From an optimization exercise on the open Yosys and OpenROAD flow, aimed at a short achievable clock period and few clock cycles; shortcuts taken in it are not production practice.
In this exercise RTL edits were held to simulation tests only and were not proved equivalent to the original.
Power is estimated from default activity; no workload was simulated.

[design.v]
module kgp_risc_multicycle_core #(
   parameter int          ADDR_W   = 10,
   parameter logic [31:0] RESET_PC = 32'h0
) (
   input  logic              i_clk,
   input  logic              i_rst,
   output logic              o_mem_req,
   output logic              o_mem_we,
   output logic [ADDR_W-1:0] o_mem_addr,
   output logic [31:0]       o_mem_wdata,
   input  logic [31:0]       i_mem_rdata,
   input  logic              i_mem_ack,
   input  logic              i_halt_req,
   output logic              o_halted,
   output logic              o_retire,
   output logic              o_illegal,
   output logic [31:0]       o_pc_out
);
   localparam int AW = ADDR_W;
   typedef enum logic [1:0] {S_RUN, S_DRAIN, S_HALT} state_t;
   state_t            r_st;
   logic              r_halted, r_retire, r_illegal;
   logic [31:0]       r_pc_out;
   logic              r_c;
   logic [31:0]       r_rf [32];
   logic              r_req, r_we, r_mdata, r_mld;
   logic [AW-1:0]     r_addr;
   logic [31:0]       r_wdata;
   logic [4:0]        r_mrt;
   logic [AW-1:0]     r_fnext;     
   logic              r_fdisc;     
   logic              r_irv, r_skv;
   logic [31:0]       r_ir, r_sk;
   logic [31:0]       r_dpc;       
   logic              e_v;
   logic [31:0]       e_a, e_b, e_pc4, e_tgt;
   logic [4:0]        e_rs, e_rt, e_dst, e_sh;
   logic [AW+1:0]     e_off;
   logic              e_bfix, e_wr, e_wc, e_ld, e_st, e_ill, e_pred;
   logic              e_j, e_br, e_bz, e_bnz, e_bltz, e_bcy, e_bncy;
   logic              e_sadd, e_sneg, e_sand, e_sxor, e_sshl, e_sshr, e_ssra, e_spb, e_spc;
   logic [32:0] e_sum;
   logic [31:0] e_res, e_npc;
   logic        e_az, e_taken, e_misp, e_mem;
   assign e_sum = {1'b0, e_a} + {1'b0, e_b};
   logic [31:0] e_sra;
   assign e_sra = $signed(e_a) >>> e_sh;
   always_comb begin
      e_res = '0;
      if (e_sadd) e_res = e_res | e_sum[31:0];
      if (e_sneg) e_res = e_res | (-e_b);
      if (e_sand) e_res = e_res | (e_a & e_b);
      if (e_sxor) e_res = e_res | (e_a ^ e_b);
      if (e_sshl) e_res = e_res | (e_a << e_sh);
      if (e_sshr) e_res = e_res | (e_a >> e_sh);
      if (e_ssra) e_res = e_res | e_sra;
      if (e_spb)  e_res = e_res | e_b;
      if (e_spc)  e_res = e_res | e_pc4;
   end
   assign e_az    = (e_a == 32'd0);
   assign e_taken = (e_bz & e_az) | (e_bnz & ~e_az) | (e_bltz & e_a[31]) |
                    (e_bcy & r_c) | (e_bncy & ~r_c);
   assign e_npc   = e_br ? e_a : (e_j | e_taken) ? e_tgt : e_pc4;
   assign e_misp  = e_br | ((e_bz | e_bnz | e_bltz | e_bcy | e_bncy) & (e_taken != e_pred));
   assign e_mem   = e_ld | e_st;
   logic [AW+1:0] e_ea;
   assign e_ea = e_a[AW+1:0] + e_off;
   logic port_free, e_fire, stop, flush, issue_d, m_done, m_ldone;
   assign port_free = ~r_req | i_mem_ack;
   assign e_fire    = e_v & ~r_mdata & (~e_mem | port_free);
   assign stop      = e_fire & i_halt_req;
   assign flush     = e_fire & (e_misp | i_halt_req);
   assign issue_d   = e_fire & e_mem;
   assign m_done    = r_mdata & i_mem_ack;
   assign m_ldone   = m_done & r_mld;
   logic [5:0]  d_op, d_fn;
   logic [4:0]  d_rs, d_rt, d_dst;
   logic [31:0] d_sext, d_pc4, d_jaddr, d_baddr, d_tgt, d_npc, d_ra, d_rb, d_a, d_b, d_bi;
   logic        d_j, d_cb, d_pred, d_r, d_ill, d_adv, byp_a, byp_b, d_bfix;
   assign d_op    = r_ir[31:26];
   assign d_rs    = r_ir[25:21];
   assign d_rt    = r_ir[20:16];
   assign d_fn    = r_ir[10:5];
   assign d_sext  = {{16{r_ir[15]}}, r_ir[15:0]};
   assign d_j     = (d_op == 6'd5) || (d_op == 6'd6);
   assign d_cb    = (d_op >= 6'd8) && (d_op <= 6'd12);
   assign d_pred  = d_j | (d_cb & r_ir[15]);
   assign d_pc4   = r_dpc + 32'd4;
   assign d_jaddr = {d_pc4[31:28], r_ir[25:0], 2'b00};
   assign d_baddr = d_pc4 + {d_sext[29:0], 2'b00};
   assign d_tgt   = d_j ? d_jaddr : d_baddr;
   assign d_npc   = d_pred ? d_tgt : d_pc4;
   assign d_r     = (d_op == 6'd0) && (d_fn <= 6'd6);
   assign d_ill   = ((d_op == 6'd0) && (d_fn > 6'd6)) || (d_op > 6'd12);
   assign d_dst   = (d_op == 6'd6) ? 5'd31 : d_rs;
   assign d_bfix  = (d_op == 6'd0) || (d_op == 6'd4);
   assign d_ra  = r_rf[d_rs];
   assign d_rb  = r_rf[d_rt];
   assign byp_a = e_v & e_wr & (e_dst == d_rs);
   assign byp_b = e_v & e_wr & (e_dst == d_rt) & d_bfix;
   assign d_bi  = (d_op == 6'd1) ? d_sext : (d_op == 6'd2) ? -d_sext : d_rb;
   assign d_a   = byp_a ? e_res : d_ra;
   assign d_b   = byp_b ? e_res : d_bi;
   assign d_adv = r_irv & ~r_mdata & (~e_v | e_fire);
   logic [5:0]    f_op;
   logic          f_j, f_bt, fetch_done, fetch_in, can_fetch, issue_f;
   logic [AW-1:0] f_seq, f_pred, f_addr;
   logic [31:0]   f_sext;
   logic [1:0]    occ;
   assign f_op   = i_mem_rdata[31:26];
   assign f_sext = {{16{i_mem_rdata[15]}}, i_mem_rdata[15:0]};
   assign f_j    = (f_op == 6'd5) || (f_op == 6'd6);
   assign f_bt   = (f_op >= 6'd8) && (f_op <= 6'd12) && i_mem_rdata[15];
   assign f_seq  = r_addr + 1'b1;
   assign f_pred = f_j  ? i_mem_rdata[AW-1:0] :
                   f_bt ? f_seq + f_sext[AW-1:0] : f_seq;
   assign fetch_done = r_req & ~r_mdata & i_mem_ack;
   assign fetch_in   = fetch_done & ~r_fdisc & ~flush;
   assign f_addr     = flush ? e_npc[AW+1:2] : fetch_in ? f_pred : r_fnext;
   assign occ        = flush ? 2'd0 :
                       2'(r_irv) + 2'(r_skv) + 2'(fetch_in) - 2'(d_adv);
   assign can_fetch  = ((r_st == S_RUN) & ~stop) | ((r_st == S_HALT) & ~i_halt_req);
   assign issue_f    = can_fetch & port_free & ~issue_d & (occ < 2'd2);
   always_ff @(posedge i_clk or posedge i_rst) begin
      if (i_rst) begin
         r_st      <= S_RUN;
         r_halted  <= 1'b0;
         r_retire  <= 1'b0;
         r_illegal <= 1'b0;
         r_pc_out  <= '0;
         r_c       <= 1'b0;
         for (int i = 0; i < 32; i++) r_rf[i] <= '0;
         r_req     <= 1'b0;
         r_we      <= 1'b0;
         r_mdata   <= 1'b0;
         r_mld     <= 1'b0;
         r_addr    <= '0;
         r_wdata   <= '0;
         r_mrt     <= '0;
         r_fnext   <= RESET_PC[AW+1:2];
         r_fdisc   <= 1'b0;
         r_irv     <= 1'b0;
         r_skv     <= 1'b0;
         r_ir      <= '0;
         r_sk      <= '0;
         r_dpc     <= RESET_PC;
         e_v       <= 1'b0;
         e_a       <= '0;
         e_b       <= '0;
         e_pc4     <= '0;
         e_tgt     <= '0;
         e_rs      <= '0;
         e_rt      <= '0;
         e_dst     <= '0;
         e_sh      <= '0;
         e_off     <= '0;
         e_bfix    <= 1'b0;
         e_wr      <= 1'b0;
         e_wc      <= 1'b0;
         e_ld      <= 1'b0;
         e_st      <= 1'b0;
         e_ill     <= 1'b0;
         e_pred    <= 1'b0;
         e_j       <= 1'b0;
         e_br      <= 1'b0;
         e_bz      <= 1'b0;
         e_bnz     <= 1'b0;
         e_bltz    <= 1'b0;
         e_bcy     <= 1'b0;
         e_bncy    <= 1'b0;
         e_sadd    <= 1'b0;
         e_sneg    <= 1'b0;
         e_sand    <= 1'b0;
         e_sxor    <= 1'b0;
         e_sshl    <= 1'b0;
         e_sshr    <= 1'b0;
         e_ssra    <= 1'b0;
         e_spb     <= 1'b0;
         e_spc     <= 1'b0;
      end else begin
         r_retire  <= e_fire;
         r_illegal <= e_fire & e_ill;
         if (e_fire) r_pc_out <= e_npc;
         if (e_fire & e_wc) r_c <= e_sum[32];
         if (e_fire & e_wr) r_rf[e_dst] <= e_res;
         if (m_ldone) r_rf[r_mrt] <= i_mem_rdata;
         if (issue_d) begin
            r_req   <= 1'b1;
            r_we    <= e_st;
            r_addr  <= e_ea[AW+1:2];
            r_wdata <= e_b;
            r_mdata <= 1'b1;
            r_mld   <= e_ld;
            r_mrt   <= e_rt;
         end else if (issue_f) begin
            r_req   <= 1'b1;
            r_we    <= 1'b0;
            r_addr  <= f_addr;
            r_mdata <= 1'b0;
         end else if (i_mem_ack) begin
            r_req   <= 1'b0;
            r_mdata <= 1'b0;
         end
         if (!issue_f) r_fnext <= f_addr;
         if (flush & r_req & ~r_mdata & ~i_mem_ack) r_fdisc <= 1'b1;
         else if (fetch_done) r_fdisc <= 1'b0;
         if (flush) begin
            r_irv <= 1'b0;
            r_skv <= 1'b0;
         end else if (d_adv) begin
            if (r_skv) begin
               r_ir <= r_sk;
               if (fetch_in) r_sk <= i_mem_rdata;
               else r_skv <= 1'b0;
            end else begin
               r_irv <= fetch_in;
               r_ir  <= i_mem_rdata;
            end
         end else if (!r_irv) begin
            r_irv <= fetch_in;
            r_ir  <= i_mem_rdata;
         end else if (fetch_in) begin
            r_skv <= 1'b1;
            r_sk  <= i_mem_rdata;
         end
         if (flush) r_dpc <= e_npc;
         else if (d_adv) r_dpc <= d_npc;
         if (flush) e_v <= 1'b0;
         else if (d_adv) e_v <= 1'b1;
         else if (e_fire) e_v <= 1'b0;
         if (d_adv) begin
            e_a    <= d_a;
            e_b    <= d_b;
            e_pc4  <= d_pc4;
            e_tgt  <= d_tgt;
            e_rs   <= d_rs;
            e_rt   <= d_rt;
            e_dst  <= d_dst;
            e_sh   <= r_ir[15:11];
            e_off  <= d_sext[AW+1:0];
            e_bfix <= d_bfix;
            e_wr   <= d_r | (d_op == 6'd1) | (d_op == 6'd2) | (d_op == 6'd6);
            e_wc   <= ((d_op == 6'd0) && (d_fn == 6'd0)) || (d_op == 6'd1);
            e_ld   <= (d_op == 6'd3);
            e_st   <= (d_op == 6'd4);
            e_ill  <= d_ill;
            e_pred <= d_pred;
            e_j    <= d_j;
            e_br   <= (d_op == 6'd7);
            e_bz   <= (d_op == 6'd8);
            e_bnz  <= (d_op == 6'd9);
            e_bltz <= (d_op == 6'd10);
            e_bcy  <= (d_op == 6'd11);
            e_bncy <= (d_op == 6'd12);
            e_sadd <= ((d_op == 6'd0) && (d_fn == 6'd0)) || (d_op == 6'd1);
            e_sneg <= (d_op == 6'd0) && (d_fn == 6'd1);
            e_sand <= (d_op == 6'd0) && (d_fn == 6'd2);
            e_sxor <= (d_op == 6'd0) && (d_fn == 6'd3);
            e_sshl <= (d_op == 6'd0) && (d_fn == 6'd4);
            e_sshr <= (d_op == 6'd0) && (d_fn == 6'd5);
            e_ssra <= (d_op == 6'd0) && (d_fn == 6'd6);
            e_spb  <= (d_op == 6'd2);
            e_spc  <= (d_op == 6'd6);
         end else if (m_ldone & e_v) begin
            if (e_rs == r_mrt) e_a <= i_mem_rdata;
            if (e_bfix && (e_rt == r_mrt)) e_b <= i_mem_rdata;
         end
         case (r_st)
            S_RUN: begin
               if (stop) begin
                  if (e_mem | (r_req & ~i_mem_ack)) r_st <= S_DRAIN;
                  else begin
                     r_st     <= S_HALT;
                     r_halted <= 1'b1;
                  end
               end
            end
            S_DRAIN: begin
               if (port_free) begin
                  if (i_halt_req) begin
                     r_st     <= S_HALT;
                     r_halted <= 1'b1;
                  end else r_st <= S_RUN;
               end
            end
            S_HALT: begin
               if (!i_halt_req) begin
                  r_st     <= S_RUN;
                  r_halted <= 1'b0;
               end
            end
            default: r_st <= S_RUN;
         endcase
      end
   end
   assign o_mem_req   = r_req;
   assign o_mem_we    = r_we;
   assign o_mem_addr  = r_addr;
   assign o_mem_wdata = r_wdata;
   assign o_halted    = r_halted;
   assign o_retire    = r_retire;
   assign o_illegal   = r_illegal;
   assign o_pc_out    = r_pc_out;
endmodule
[run.sh]
#!/bin/bash
# synth_recipe.tcl (not shown) runs the flow's synth.tcl, then flattens the netlist and writes it again
# the make line also repeats each setting of config.mk as NAME=value (left out here)
make -C /OpenROAD-flow-scripts/flow DESIGN_CONFIG=/design/flow/config.mk WORK_HOME=/design/flow/orfs CLKGATE_MAP_FILE= SYNTH_SCRIPT=/design/flow/synth_recipe.tcl finish
[config.mk]
export PLATFORM = sky130hd
export DESIGN_NAME = kgp_risc_multicycle_core
export DESIGN_NICKNAME = kgp_risc_multicycle_core
export VERILOG_FILES = /design/flow/design.v
export SDC_FILE = /design/flow/constraint.sdc
export NUM_CORES = 4
export LEC_CHECK = 0
export CAP_MARGIN = 20
export CORE_MARGIN = 2
export CORE_UTILIZATION = 40
export SLEW_MARGIN = 20
[constraint.sdc]
create_clock -name core_clock -period 6.0 [get_ports {i_clk}]
set_input_delay 1.2000 -clock core_clock [delete_from_list [all_inputs] [get_ports {i_clk}]]
set_output_delay 1.2000 -clock core_clock [all_outputs]
set_load 0.01 [all_outputs]
==> impl_metrics.toml <==
[yosys]
synth_flop_cell = "dfrtp_1"
synth.distinct_cells = 102
postSynthAreaPerCell_um2 = 8.03
syn_nets = 11000
syn-cell-area_um2 = 87400
synth-simple-area-share_pct = 21.9
synth_edf_count = 0
ys_seq_area_share_pct = 40.2
synthCells = 10900
synth_seq_cells = 1404
synth_xor_area_share_pct = 1.29
synth_compound_area_share_pct = 25.2
synth_adder_area_share_pct = 1.31
synth_top_family_by_area = "compound AO/OA/AOI/OAI gates"
yosys_warnings = 2
async_reset_ff_share_pct = 100
muxShareOfSynthArea_pct = 4.67

[critical_path]
cp_num_buf_inv = 2
worst-path-stages = 12
critPathSlowestCell = "nand4_1"
crit_top_cell = "nand4_1"
ff2ff_setup_slack_ns = 0.59
crit_type = "reg2reg"
worstPathArrival_ns = 6.19
cpPeakStageDelay_ns = 0.79
cp_top_family = "simple AND/OR/NAND/NOR gates"
worstPathCellList = "ha_1 > nand4_1 > nor3_1 > o311ai_0 > o21ai_1 > a21oi_1 > buf_4 > nand4_1 > nand4_1 > buf_12 > nand2_1 > nand3_1"
crit_path_start_kind = "flip-flop"
worstPathMaxFanout = 31
end_kind = "flip-flop"
critPathRequiredTime_ns = 6.79
r2r_cells = 12

[drt]
met2WireLength_um = 260000
vias_per_cell = 7.95
drcViolationCount = 0
drtPass1Iterations = 14
drt-initial-drc-count = 22700
wl_met1_um = 228000
dr.max_layer_used = "met5"
vias = 110000
ant_nets = 0
route.met3.wl_um = 116000
routedWlPerCell_um = 49.9
finalWirelength_um = 692000

[finish]
top_register = "r_rf"
fillers = 21000
final_common_cell = "nand2_1"
area_growth_pct = 15.7
drive_above_1_share_pct = 12.8
fin_util_pct = 46.6
final_cell_mix = "nand2_1, dfrtp_1, o21ai_0, a22oi_1, nand3_1"
nets = 10800
largest_reg_flops = 1024
final_area_um2 = 101000

[global_route]
grt_pass1_wl_um = 910000
overflow = 0
grt_pass1_vias = 96900
antenna_found_initial = 139
grt_start_max_net_pins = 151
track_usage_pct = 60.5

[floorplanning]
core_area_um2 = 217000
ios = 115
core.rowCount = 171
die_area_um2 = 222000
die_h_um = 472
dieWidth_um = 472
initial_core_util_pct = 40.3

[placed_design]
dp_hpwl_um = 456000
dp_slack_ns = 0.787
port_buffers = 114
post_dp_cell_area_um2 = 94900
gp_congestion = 1.12

[timing]
finalHoldViolations = 0
slew_headroom_pct = 6.84
max_freq_mhz = 185
fin_skew_ns = 0.0485
finalSetupViolCount = 0
final_max_slew_viol_count = 0
finalCriticalPeriod_ns = 5.41
worst_pin_slew_ns = 1.39
setup_tns_ns = 0
fin_crit_sh_pct = 90.1
layout_setup_ws_ns = 0.594
grt_setup_unrepaired = "false"

[cts]
cts_root_buf = "clkbuf_16"
cts_buffers = 169
cts_setup_buffers = 0
clkSinkCount = 1404
cts_resized = 0
htreeDepth = 4
clk_pin_slew_ns = 0.06
insertion_delay_ns = 0.92
clk_path_buf_depth = 3
holdBufCountCts = 0
cts_tree = "yes"

[status]
status = "complete, no violations"

[worst_hold_path]
whs_path_depth = 2
hp-class = "reg2reg"

[pwr]
totalPowerFinal_mw = 50.1
vdd_drop_max_v = 0.000343
leakagePower_nw = 43.8
p_per_area_nw_per_um2 = 495

[run]
max_cap_violations = 0
-- logic make-up (layout without fill, tap and decap cells) --
group,after synthesis,count (layout)
and+or+nand+nor,4300,4300
AOI/OAI and AO/OA,3435,3435
DFF,1404,1404
buffers and inverters,1198,1130
muxes,328,328
xor gates and xnor gates,129,129
adders and majority gates,90,90
other,0,200
-- worst paths after layout --
kind,from,end
setup / recovery,e_a[11],r_rf[9][27]
hold / removal,r_fnext[9],r_fnext[9]
setup reg to reg,e_a[11],r_rf[9][27]
hold reg to reg,r_fnext[9],r_fnext[9]
max in group asynchronous,i_rst,r_rf[12][31]
min in group asynchronous,i_rst,r_wdata[18]
-- layer usage --
metal | track usage, % | vias to the layer above
li1 | - | 39500
met4 | 58.1 | 64
met1 | 66.4 | 53100
met5 | 7.44 | -
met2 | 77.3 | 13000
met3 | 37.8 | 4607
-- cells in the mapped netlist, types with 81 or more instances --
cell	number	area (um^2)
nand4_1	108	676
buf_2	90	450
nor2_1	736	2760
o211ai_1	230	1730
a21oi_1	587	2940
nand3_1	805	4030
mux2i_1	173	1730
mux2_2	101	1140
o21ai_0	1052	5270
ha_1	87	1090
a22oi_1	887	6660
a211oi_1	111	833
dfrtp_1	1404	35100
and3_1	240	1500
nor3_1	191	956
or3_1	83	519
clkbuf_1	943	3540
buf_1	81	304
nand2_1	1915	7190
-- through the flow --
step                      cells  hold slack [ns]
final                     13900            0.461
after global routing      13700            0.479
after CTS                 13700            0.462
after detailed placement  13400            0.449
after global placement    13400            0.448
after floorplan           10900            0.430
-- layout make-up --
type                       count  area [um^2]  area share (%)
multi-input combinational   8282        49100            48.5
sequential                  1404        35100            34.8
timing repair buffer         763         6960            6.89
clock buffer                 242         4890            4.84
tap                         2854         3570            3.53
clock inverter                59          726           0.718
antenna                      200          500           0.495
inverter                      66          256           0.254
-- power by group --
part           switching [mW]  leakage, nW  internal (mW)
Combinational            15.9         22.3           7.04
Sequential               4.36         18.7           11.9
Clock                    4.80         2.73           6.09
-- tightest hold or removal path, stage by stage (launching register included) --
cell     delay (ns)
dfrtp_1        0.34
nand2_1        0.05
nand2_1        0.05
Testbench counts, summed over its fixed seeds: cycles 39,047.

==> re-timing with driven ports <==
Ports are ideal in the flow. The routed layout listed here was re-timed in OpenROAD. Step 1: set_driving_cell puts a clkbuf_16 on i_clk and a buf_2 on each other input, an assumption about the parent block. Step 2, shift: input delay + t, output delay - t, t = (earliest + latest rising clock arrival at the registers) / 2. This alone moves slack from input paths to output paths. Three values: ideal, step 1, step 2; two values: the first two.
t, ns: 1.000
setup slack, ns: 0.594 / 0.594 / 0.390
latest minus earliest clock arrival (ns): 0.049 / 0.050
worst slew at a driven data input, ns: 0.05
After both steps this run still meets setup and hold. The setup slack of this run moves by 0.000 ns with the drivers and by -0.204 ns with both steps.
